Background: an optimization exercise with open tools, aiming at a short achievable clock period and few clock cycles. Do not read the settings as production practice. Function was checked by simulation only, so behaviour that the tests miss may differ from the original. Power figures rest on the tool's default switching activity, not on a simulated workload.

## run.sh

```bash
#!/bin/bash
# synth_recipe.tcl (not shown) runs the flow's synth.tcl, then flattens the netlist and writes it again
# the make line also repeats each setting of config.mk as NAME=value (left out here)
make -C /OpenROAD-flow-scripts/flow DESIGN_CONFIG=/design/flow/config.mk WORK_HOME=/design/flow/orfs CLKGATE_MAP_FILE= SYNTH_SCRIPT=/design/flow/synth_recipe.tcl finish
```

## config.mk

```make
export PLATFORM = sky130hd
export DESIGN_NAME = memory_writer
export DESIGN_NICKNAME = memory_writer
export VERILOG_FILES = /design/flow/design.v
export SDC_FILE = /design/flow/constraint.sdc
export NUM_CORES = 4
export LEC_CHECK = 0
export ABC_CLOCK_PERIOD_IN_PS = 2000
export CAP_MARGIN = 20
export CORE_MARGIN = 2
export CORE_UTILIZATION = 55
export SETUP_SLACK_MARGIN = 3.6
export SLEW_MARGIN = 20
```

## constraint.sdc

```tcl
create_clock -name core_clock -period 6.0 [get_ports {CLK}]
set_input_delay 1.2000 -clock core_clock [delete_from_list [all_inputs] [get_ports {CLK}]]
set_output_delay 1.2000 -clock core_clock [all_outputs]
set_load 0.01 [all_outputs]
```

## design.v

```verilog
package mw_pkg;
    typedef logic [32-1:0] addr_t;
    typedef logic [32-1:0] word_t;
    typedef logic [31:0]               bytes_t;
    typedef logic [31:0]               words_t;
    typedef logic [8:0]                beats_t;    
    typedef logic [7:0]                axlen_t;
    localparam int BYTES_PER_WORD = 32 / 8;
    localparam logic [2:0] AXI_AWSIZE = 3'($clog2(BYTES_PER_WORD));
    localparam logic [1:0] AXI_AWBURST_INCR = 2'b01;
    localparam logic [BYTES_PER_WORD-1:0] AXI_WSTRB_ALL = '1;
    typedef struct packed {
        addr_t  base_addr;
        addr_t  high_addr;     
        bytes_t portion_size;
    } mem_cfg_t;
    typedef struct packed {
        addr_t  awaddr;
        axlen_t awlen;
    } aw_beat_t;
    typedef struct packed {
        word_t wdata;
        logic  wlast;
    } w_beat_t;
    typedef struct packed {
        words_t fifo_words;
        words_t remain_words;
        addr_t  cur_addr;
    } plan_in_t;
    typedef enum logic [2:0] {
        IDLE,
        WAIT_DATA,
        PLAN,
        WRITE,
        WAIT_B
    } engine_state_e;
endpackage
`timescale 1ns/10ps
module memory_writer (
    input  logic                                CLK,
    input  logic                                RESET,
    input  mw_pkg::word_t                       s_tdata,
    input  logic                                s_tvalid,
    output logic                                s_tready,
    output mw_pkg::aw_beat_t                    aw,
    output logic                                awvalid,
    input  logic                                awready,
    output logic [2:0]                          awsize,
    output logic [1:0]                          awburst,
    output mw_pkg::w_beat_t                     w,
    output logic                                wvalid,
    input  logic                                wready,
    output logic [mw_pkg::BYTES_PER_WORD-1:0]   wstrb,
    input  logic                                bvalid,
    output logic                                bready,
    input  mw_pkg::mem_cfg_t                    cfg,
    input  logic                                run,
    input  logic                                stop,
    output logic                                status,
    output logic                                done,
    output mw_pkg::bytes_t                      transmitted_bytes,
    output mw_pkg::addr_t                       current_address
);
    localparam int DEPTH = 16;
    localparam int PTR_W = $clog2(DEPTH);
    localparam int CNT_W = $clog2(DEPTH + 1);
    assign awsize  = mw_pkg::AXI_AWSIZE;
    assign awburst = mw_pkg::AXI_AWBURST_INCR;
    assign wstrb   = mw_pkg::AXI_WSTRB_ALL;
    function automatic logic lt30(input logic [29:0] a, input logic [29:0] b);
        logic [31:0] l, g;
        logic [31:0] l2, g2;
        l = {2'b00, ~a & b};
        g = {2'b00, a & ~b};
        for (int w = 1; w < 32; w = w * 2) begin
            l2 = '0;
            g2 = '0;
            for (int i = 0; i < 32; i = i + 2 * w) begin
                l2[i] = l[i + w] | (~g[i + w] & l[i]);
                g2[i] = g[i + w] | (~l[i + w] & g[i]);
            end
            l = l2;
            g = g2;
        end
        lt30 = l[0];
    endfunction
    function automatic logic eqinc26(input logic [25:0] h, input logic [25:0] x);
        logic [26:0] t;
        logic        ok;
        t  = {1'b0, h ^ x};
        ok = t[0];
        for (int i = 0; i < 26; i++) begin
            ok = ok & (t[i] ? (x[i] == t[i + 1]) : !t[i + 1]);
        end
        eqinc26 = ok;
    endfunction
    function automatic logic far16(input logic [29:0] hi, input logic [29:0] x);
        far16 = !((hi[29:4] == x[29:4])
                  || (eqinc26(hi[29:4], x[29:4]) && (hi[3:0] <= x[3:0])));
    endfunction
    function automatic logic over16(input logic [30:0] x);
        over16 = (x[30:5] != '0) || (x[4] && x[3:0] != '0);
    endfunction
    function automatic logic [4:0] page16(input logic [29:0] a);
        page16 = (a[9:4] == 6'h3F) ? (5'd16 - {1'b0, a[3:0]}) : 5'd16;
    endfunction
    logic        start;
    logic        fin;
    logic        stop_seen;
    logic [29:0] cur;           
    logic [29:0] aw_next;       
    logic [29:0] cfg_base_w, cfg_high_w;
    logic        in_range, in_range_q;
    logic [29:0] base_q, high_q;
    logic [31:0] portion_q;
    logic [4:0]  hc_rem, hc_base, pc_rem, pc_base, rc_first;
    logic        hbig_rem, hbig_base, rbig_first;
    assign start      = run && !status;
    assign cfg_base_w = cfg.base_addr[31:2];
    assign cfg_high_w = cfg.high_addr[31:2];
    assign in_range   = !lt30(aw_next, cfg_base_w) && lt30(aw_next, cfg_high_w);
    always_ff @(posedge CLK) begin
        in_range_q <= in_range;
        base_q     <= cfg_base_w;
        high_q     <= cfg_high_w;
        portion_q  <= cfg.portion_size;
        hbig_rem   <= far16(cfg_high_w, aw_next);
        hc_rem     <= cfg_high_w[4:0] - aw_next[4:0];
        hbig_base  <= far16(cfg_high_w, cfg_base_w);
        hc_base    <= cfg_high_w[4:0] - cfg_base_w[4:0];
        pc_rem     <= page16(aw_next);
        pc_base    <= page16(cfg_base_w);
        rbig_first <= (cfg.portion_size[31:7] != '0)
                      || (cfg.portion_size[6] && cfg.portion_size[5:0] != '0);
        rc_first   <= cfg.portion_size[6:2] + 5'(cfg.portion_size[1:0] != 2'b00);
    end
    logic [31:0]      mem [0:DEPTH-1];
    logic [PTR_W-1:0] wr_ptr, rd_ptr;
    logic [CNT_W-1:0] count, count_nx;
    logic             push, pop;
    assign push = s_tvalid && s_tready;
    always_ff @(posedge CLK) begin
        if (s_tready) mem[wr_ptr] <= s_tdata;
    end
    always_comb begin
        case ({push, pop})
            2'b10:   count_nx = count + 1'b1;
            2'b01:   count_nx = count - 1'b1;
            default: count_nx = count;
        endcase
    end
    localparam logic [2:0] P_IDLE = 3'd0, P_INIT = 3'd1, P_A1 = 3'd2,
                           P_A2 = 3'd3, P_B = 3'd4;
    logic [2:0]  pst;
    logic [29:0] pa;            
    logic [29:0] ph;            
    logic [30:0] pr;            
    logic [29:0] ring;          
    logic [4:0]  pc_q, hc_q, rc_q, pl_q;
    logic        hbig_q, rbig_q;
    logic        pwrap_q, plast_q, pdone;
    logic [4:0]  pl;
    logic [4:0]  pc_i, hc_i, rc_i;
    logic        hbig_i, rbig_i;
    logic [4:0]  pq_len  [0:3];
    logic        pq_wrap [0:3];
    logic [2:0]  pq_w, pq_a, pq_r;
    logic [2:0]  pq_used_a, pq_used_r;
    logic        pq_space;
    assign pq_used_a = pq_w - pq_a;
    assign pq_used_r = pq_w - pq_r;
    assign pq_space  = !pq_used_a[2] && !pq_used_r[2];
    always_comb begin
        if (pst == P_INIT) begin
            pc_i   = in_range_q ? pc_rem : pc_base;
            hc_i   = in_range_q ? (hbig_rem ? 5'd16 : hc_rem) : (hbig_base ? 5'd16 : hc_base);
            hbig_i = in_range_q ? hbig_rem : hbig_base;
            rc_i   = rbig_first ? 5'd16 : rc_first;
            rbig_i = rbig_first;
        end else begin
            pc_i   = pc_q;
            hc_i   = hc_q;
            hbig_i = hbig_q;
            rc_i   = rc_q;
            rbig_i = rbig_q;
        end
        pl = pc_i;
        if (hc_i < pl) pl = hc_i;
        if (rc_i < pl) pl = rc_i;
    end
    logic [5:0]  aw_out;        
    logic [5:0]  ws_out;        
    logic [5:0]  w_lead;        
    logic        aw_load, w_load, w_start, aw_ok, w_ok, w_new, b_hs;
    logic        w_plan, w_byp, w_data_ok, b_last;
    logic [4:0]  w_rem;         
    logic [4:0]  w_len;
    logic [4:0]  aw_l;
    logic        aw_w;
    logic [29:0] aw_addr;
    logic [3:0]  aw_len;
    logic [31:0] w_data;
    logic        w_last;
    logic [29:0] words_sent;
    logic        all_planned, quiet, status_nx;
    always_comb begin
        b_hs    = bvalid && bready;
        aw_l    = pq_len[pq_a[1:0]];
        aw_w    = pq_wrap[pq_a[1:0]];
        aw_ok   = status && (pq_w != pq_a) && !aw_out[5] && !aw_out[4]
                  && ((w_lead != '0 && !w_lead[5])
                      || (!stop_seen && w_lead == '0 && w_new && count != '0));
        aw_load = aw_ok && (!awvalid || awready);
        w_new   = (w_rem == '0);
        w_plan  = (pq_w != pq_r) || (pst == P_B);
        w_byp   = (count == '0);           
        w_data_ok = !w_byp || push;
        w_ok    = status && w_data_ok
                  && (!w_new || (w_plan && !ws_out[5] && !ws_out[4]
                                 && (!stop_seen || w_lead[5])));
        w_load  = w_ok && (!wvalid || wready);
        w_start = w_load && w_new;
        pop     = w_load;
        w_len   = !w_new ? w_rem : (pq_w != pq_r) ? pq_len[pq_r[1:0]] : pl_q;
        all_planned = pdone && (pq_w == pq_a) && (pq_w == pq_r);
        b_last  = (aw_out == '0) || (aw_out == 6'd1 && bvalid);
        quiet   = !awvalid && !wvalid && w_new && (w_lead == '0) && b_last;
        fin     = status && quiet && (all_planned || stop_seen);
        status_nx = start || (status && !fin);
    end
    assign aw.awaddr = {aw_addr, 2'b00};
    assign aw.awlen  = {4'd0, aw_len};
    assign w.wdata   = w_data;
    assign w.wlast   = w_last;
    assign current_address   = {cur, 2'b00};
    assign transmitted_bytes = {words_sent, 2'b00};
    always_ff @(posedge CLK) begin
        if (pst == P_INIT) begin
            pa   <= cur;
            ph   <= high_q - cur;
            pr   <= {1'b0, portion_q[31:2]} + 31'(portion_q[1:0] != 2'b00);
            ring <= high_q - base_q;
        end else if (pst == P_A1) begin
            pc_q   <= page16(pa);
            hc_q   <= over16({1'b0, ph}) ? 5'd16 : ph[4:0];
            hbig_q <= over16({1'b0, ph});
            rc_q   <= over16(pr) ? 5'd16 : pr[4:0];
            rbig_q <= over16(pr);
        end else if (pst == P_B) begin
            pa <= pwrap_q ? base_q : pa + 30'(pl_q);
            ph <= pwrap_q ? ring : ph - 30'(pl_q);
            pr <= pr - 31'(pl_q);
        end
        if (pst == P_A2 || pst == P_INIT) begin
            pl_q    <= pl;
            pwrap_q <= !hbig_i && (hc_i <= pc_i) && (hc_i <= rc_i);
            plast_q <= !rbig_i && (rc_i <= pc_i) && (rc_i <= hc_i);
        end
        if (pst == P_B) begin
            pq_len[pq_w[1:0]]  <= pl_q;
            pq_wrap[pq_w[1:0]] <= pwrap_q;
        end
        if (aw_load) begin
            aw_addr <= aw_next;
            aw_len  <= 4'(aw_l - 1'b1);
        end
        if (w_load) begin
            w_data <= w_byp ? s_tdata : mem[rd_ptr];
            w_last <= (w_len == 5'd1);
        end
    end
    always_ff @(posedge CLK) begin
        if (RESET) begin
            status     <= 1'b0;
            done       <= 1'b0;
            s_tready   <= 1'b0;
            bready     <= 1'b0;
            stop_seen  <= 1'b0;
            aw_next    <= '0;
            cur        <= '0;
            words_sent <= '0;
            pst        <= P_IDLE;
            pdone      <= 1'b0;
            wr_ptr     <= '0;
            rd_ptr     <= '0;
            count      <= '0;
            pq_w       <= '0;
            pq_a       <= '0;
            pq_r       <= '0;
            aw_out     <= '0;
            ws_out     <= '0;
            w_lead     <= '0;
            awvalid    <= 1'b0;
            wvalid     <= 1'b0;
            w_rem      <= '0;
        end else begin
            done     <= 1'b0;
            s_tready <= status_nx && (count_nx < CNT_W'(DEPTH));
            if (start) begin
                cur        <= in_range ? aw_next : cfg_base_w;
                status     <= 1'b1;
                bready     <= 1'b1;
                stop_seen  <= 1'b0;
                words_sent <= '0;
                pst        <= P_INIT;
                pdone      <= 1'b0;
                wr_ptr     <= '0;
                rd_ptr     <= '0;
                count      <= '0;
                pq_w       <= '0;
                pq_a       <= '0;
                pq_r       <= '0;
            end else begin
                if (fin) begin
                    status <= 1'b0;
                    bready <= 1'b0;
                    done   <= all_planned;
                end
                if (stop && status) stop_seen <= 1'b1;
                case (pst)
                    P_INIT: begin
                        aw_next <= cur;
                        pst     <= P_B;
                    end
                    P_A1: if (!pdone && pq_space) pst <= P_A2;
                    P_A2: pst <= P_B;
                    P_B: begin
                        pq_w  <= pq_w + 1'b1;
                        pdone <= plast_q;
                        pst   <= P_A1;
                    end
                    default: ;
                endcase
                if (push) wr_ptr <= wr_ptr + 1'b1;
                if (pop)  rd_ptr <= rd_ptr + 1'b1;
                count <= count_nx;
                if (aw_load) begin
                    awvalid <= 1'b1;
                    pq_a    <= pq_a + 1'b1;
                    aw_next <= aw_w ? base_q : aw_next + 30'(aw_l);
                end else if (awready) begin
                    awvalid <= 1'b0;
                end
                if (w_load) begin
                    wvalid <= 1'b1;
                    w_rem  <= w_len - 1'b1;
                    if (w_new) pq_r <= pq_r + 1'b1;
                end else if (wready) begin
                    wvalid <= 1'b0;
                end
                if (wvalid && wready) words_sent <= words_sent + 1'b1;
                aw_out <= aw_out + 6'(aw_load) - 6'(b_hs);
                ws_out <= ws_out + 6'(w_start) - 6'(b_hs);
                w_lead <= w_lead + 6'(w_start) - 6'(aw_load);
            end
        end
    end
endmodule
```

==> results.py <==
metrics = {
    "worst_setup_path": {
        "cp.required_ns": 6.44,
        "critPathMaxFanout": 5,
        "worst-setup-path-type": "register to register",
        "cp.arrival_ns": 4.11,
        "critPathLaunchType": "register",
        "endpoint_kind": "register",
    },
    "logic_synthesis": {
        "syn_area_um2": 48200,
        "synth.lib_cells_used.distinct": 93,
        "synth.avg_cell_area_um2": 12.7,
        "synth-seq-cells": 1002,
        "synth_warnings": 1,
        "async_reset_ff_share_pct": 0,
        "instance_count_of_the_mapped_netlist": 3802,
        "number_of_synthesized_flops_with_an_enable_pin": 728,
        "synth-seq-area-share_pct": 56.7,
        "top_ff_cell_synth": "edfxtp_1",
    },
    "flow_run": {
        "timing.max_cap.violations": 0,
    },
    "layout": {
        "multiInputGateArea_um2": 23200,
        "num-fill-cells": 5615,
        "post-route-util_pct": 73.4,
        "post_route_cells_drive_above_1_share_pct": 37.3,
        "layout.cells.non_filler": 5698,
        "layout-area-overhead-vs-synth_pct": 32.3,
        "nNetsFinal": 4814,
        "register_area_um2": 27600,
    },
    "sta": {
        "period_share_pct": 61.2,
        "setup_tns_ns": 0,
        "period_minus_slack_ns": 3.67,
        "achievable-frequency_ghz": 0.272,
        "max-slew-margin-rel_pct": 35.8,
        "finClkSkew_ns": 0.0407,
        "timing_max_transition_violations_final": 0,
        "max_slew.worst_pin.slew_ns": 0.963,
        "grt_setup_unrepaired": "yes",
        "timing.final.hold_violations": 0,
        "final_setup_violations": 0,
    },
    "pwr": {
        "p_switching_uw": 4540,
        "cellInternalPower_uw": 12700,
        "share_seq_of_total_power_pct": 45.6,
        "p_comb_share_pct": 15.9,
        "power.static_leakage_uw": 0.0228,
        "vdd_drop_max_v": 0.000296,
        "clkPwrFrac_pct": 38.6,
        "switching_share_pct": 26.3,
        "p_per_area_nw_per_um2": 271,
    },
    "status": {
        "run_status": "timing/DRC/antenna clean",
    },
    "clock_tree": {
        "clk_root_buffer_cell": "clkbuf_16",
        "cts_tree": "done",
        "cts.htree.levels": 3,
        "tritoncts.num_buffers": 105,
        "path_clk_slew_ns": 0.06,
        "cts_buffer_depth": 3,
        "clock_insertion_delay_worst_skew_ns": 0.72,
        "clkSinkCount": 1002,
    },
    "floorplan": {
        "initial_core_util_pct": 55.5,
        "chipWidth_um": 300,
        "design.core.area_um2": 86900,
        "ios": 288,
        "fp-row-count": 108,
        "floorplan.die.height_um": 300,
        "die_area_um2": 90100,
    },
    "grt": {
        "first_global_vias": 35100,
        "grt_pass1_wl_um": 218000,
        "grt-busiest-layer": "met2",
        "initial_antenna_violation_count": 6,
        "global_route.overflow_total": 0,
        "globalRouteMet2Util_pct": 55.1,
        "global_route.usage.met3_pct": 6.32,
        "pin_count_of_the_biggest_net_entering_global_routing": 74,
        "globalRouteTotalUtil_pct": 32.5,
        "globalRouteMet1Util_pct": 41.5,
    },
    "drt": {
        "final_antenna_net_count": 0,
        "number_of_remaining_drc_errors": 0,
        "total_iterations_of_the_first_detailed_routing_run": 5,
        "dr.first_iter.drc_count": 3080,
        "routed-via-count": 35000,
        "route.final.wire_length_um": 151000,
        "routedWlPerCell_um": 26.4,
        "vias_per_cell": 6.15,
    },
    "place": {
        "gp_routability_congestion": 0.937,
        "dpl.hpwl_um": 85100,
        "number_of_placed_instances_taps_included": 5115,
        "placement.io_buffers": 264,
    },
    "hold_path": {
        "hold_class": "register to register",
    },
}
[synthesized netlist by cell type, types with 31 or more instances]
master | count | share of area (%)
or3_1 | 33 | 0.43
nor2b_1 | 45 | 0.58
nand2_1 | 200 | 1.6
a21oi_1 | 187 | 1.9
clkbuf_1 | 108 | 0.84
edfxtp_1 | 728 | 45
mux4_2 | 170 | 7.9
xnor2_1 | 159 | 2.9
a211oi_1 | 80 | 1.2
inv_1 | 256 | 2.0
dfxtp_1 | 274 | 11
mux2_2 | 43 | 1.0
mux2i_1 | 55 | 1.1
nor2_1 | 275 | 2.1
ha_1 | 215 | 5.6
xor2_1 | 108 | 2.0
nor4_1 | 31 | 0.40
nor3_1 | 75 | 0.78
nand3_1 | 72 | 0.75
nand2b_1 | 56 | 0.73
o21ai_0 | 136 | 1.4
a21o_1 | 43 | 0.67
o211ai_1 | 37 | 0.58
nand4_1 | 35 | 0.45
[registers in the layout (all words and copies together), names as in the netlist, 6 cells and up, named ones only]
name        flops
ph             30
pq_len         20
aw_addr        30
words_sent     30
portion_q      32
cur            30
pa             10
w_lead          6
base_q         30
high_q         30
pr             31
mem           512
w_data         32
aw_out          6
ws_out          6
aw_next        30
ring           30
[final cells by class]
| cell class | instances | area share (%) |
|---|---|---|
| Sequential cell | 1002 | 43.3 |
| Multi-Input combinational cell | 2399 | 36.4 |
| Timing Repair Buffer | 682 | 10.8 |
| Clock buffer | 146 | 4.68 |
| Tap cell | 1155 | 2.27 |
| Inverter | 261 | 1.63 |
| Clock inverter | 51 | 0.928 |
| Antenna cell | 2 | 0.00784 |
[logic make-up after synthesis]
logic type                 Yosys count  share of synthesized area, %
AOI/OAI and AO/OA                  671                          8.99
xor gates and xnor gates           267                          4.85
adders and majority gates          233                          6.20
buffers and inverters              425                          3.55
DFF                               1002                          56.7
muxes                              268                          10.1
other                                2                        0.0156
and+or+nand+nor                    934                          9.60
[layer usage]
metal | vias up | part of all wire (%)
li1 | 15400 | -
met1 | 17700 | 38
met2 | 1518 | 49
met3 | 366 | 7.9
met4 | 6 | 4.4
met5 | - | 0.029
[layout by cell type, fill, tap and decap left out, types with 113 or more instances in the layout]
| master | Yosys | routed |
|---|---|---|
| mux4_2 | 170 | 170 |
| buf_4 | 21 | 262 |
| clkbuf_16 | 0 | 113 |
| ha_1 | 215 | 131 |
| xnor2_1 | 159 | 127 |
| a21oi_1 | 187 | 122 |
| inv_1 | 256 | 206 |
| edfxtp_1 | 728 | 728 |
| buf_6 | 3 | 162 |
| nand2_1 | 200 | 176 |
| dfxtp_1 | 274 | 160 |
| nor2_1 | 275 | 224 |
[repair_timing]
item | in CTS | in global routing
pin swaps | 198 | 165
cloned | 30 | 6
buffers inserted | 252 | 96
resized for setup | 1423 | 373
hold buffers | 0 | 0
setup endpoints to repair | 537 | 353
[stage by stage]
stage	total power [µW]	cell area, µm²	hold slack (ns)	setup slack (ns)
floorplan	9250	49300	0.432	2.41
global placement	9870	53000	0.442	1.01
detailed placement	9940	53000	0.444	0.976
CTS	17000	61600	0.456	2.44
global route	17800	63800	0.511	2.26
finish	17300	63800	0.477	2.33
[worst max-delay path, stage by stage, from the launching register on]
cell and delay (ns):
dfxtp_4 0.36, nor2_4 0.17, nand2_8 0.09, a221o_1 0.28
o21ai_2 0.08, inv_2 0.06, ha_4 0.21, nor2b_4 0.12
o21a_1 0.16, o21a_1 0.18, o21ai_2 0.23, nand2_4 0.12
mux2_4 0.35, ha_4 0.23, a21o_1 0.21, buf_4 0.17
a211oi_2 0.27, nor3_2 0.08
[power groups by stage]
stage / Sequential (µW) / Combinational (µW) / Clock, µW
3_5_place_dp: 8010 / 1930 / 0
4_1_cts: 7850 / 2390 / 6740
2_1_floorplan: 7930 / 1320 / 0
5_1_grt: 7880 / 2920 / 7030
6_report: 7870 / 2740 / 6660
3_3_place_gp: 8000 / 1870 / 0
[worst paths after layout]
path	start	endpoint	slack, ns	cells past startpoint
max	pst[1]	pl_q[2]	2.33	17
min	aw_out[2]	aw_out[2]	0.48	2
max reg2reg	pst[1]	pl_q[2]	2.33	17
min reg2reg	aw_out[2]	aw_out[2]	0.48	2
Testbench counts, summed over its fixed seeds: cycles 82,603.

[afterwards: timing with drivers on the ports]
The results above use ideal ports. As a check the final layout listed here was re-extracted and re-timed, cells and wires unchanged. Step 1 sets driving cells, clkbuf_16 on the clock port and buf_2 on the other inputs (assumed; they add their load-dependent delay and slew). Step 2 moves the port delays by t, midway between the first and last clock arrival at a register: inputs arrive t later, outputs are due t later. That takes back most of the time a late clock gives input paths. a / b / c = ideal / step 1 / step 2; a / b = the first two.
t, ns: 0.766
setup slack, ns: 2.329 / 2.329 / 1.659
hold WS [ns]: 0.477 / 0.477 / 0.477
cell pins on the clock port's net: 1
After both steps this run still meets setup and hold. For this run, drivers alone change the setup slack by 0.000 ns; drivers and shift together by -0.670 ns.
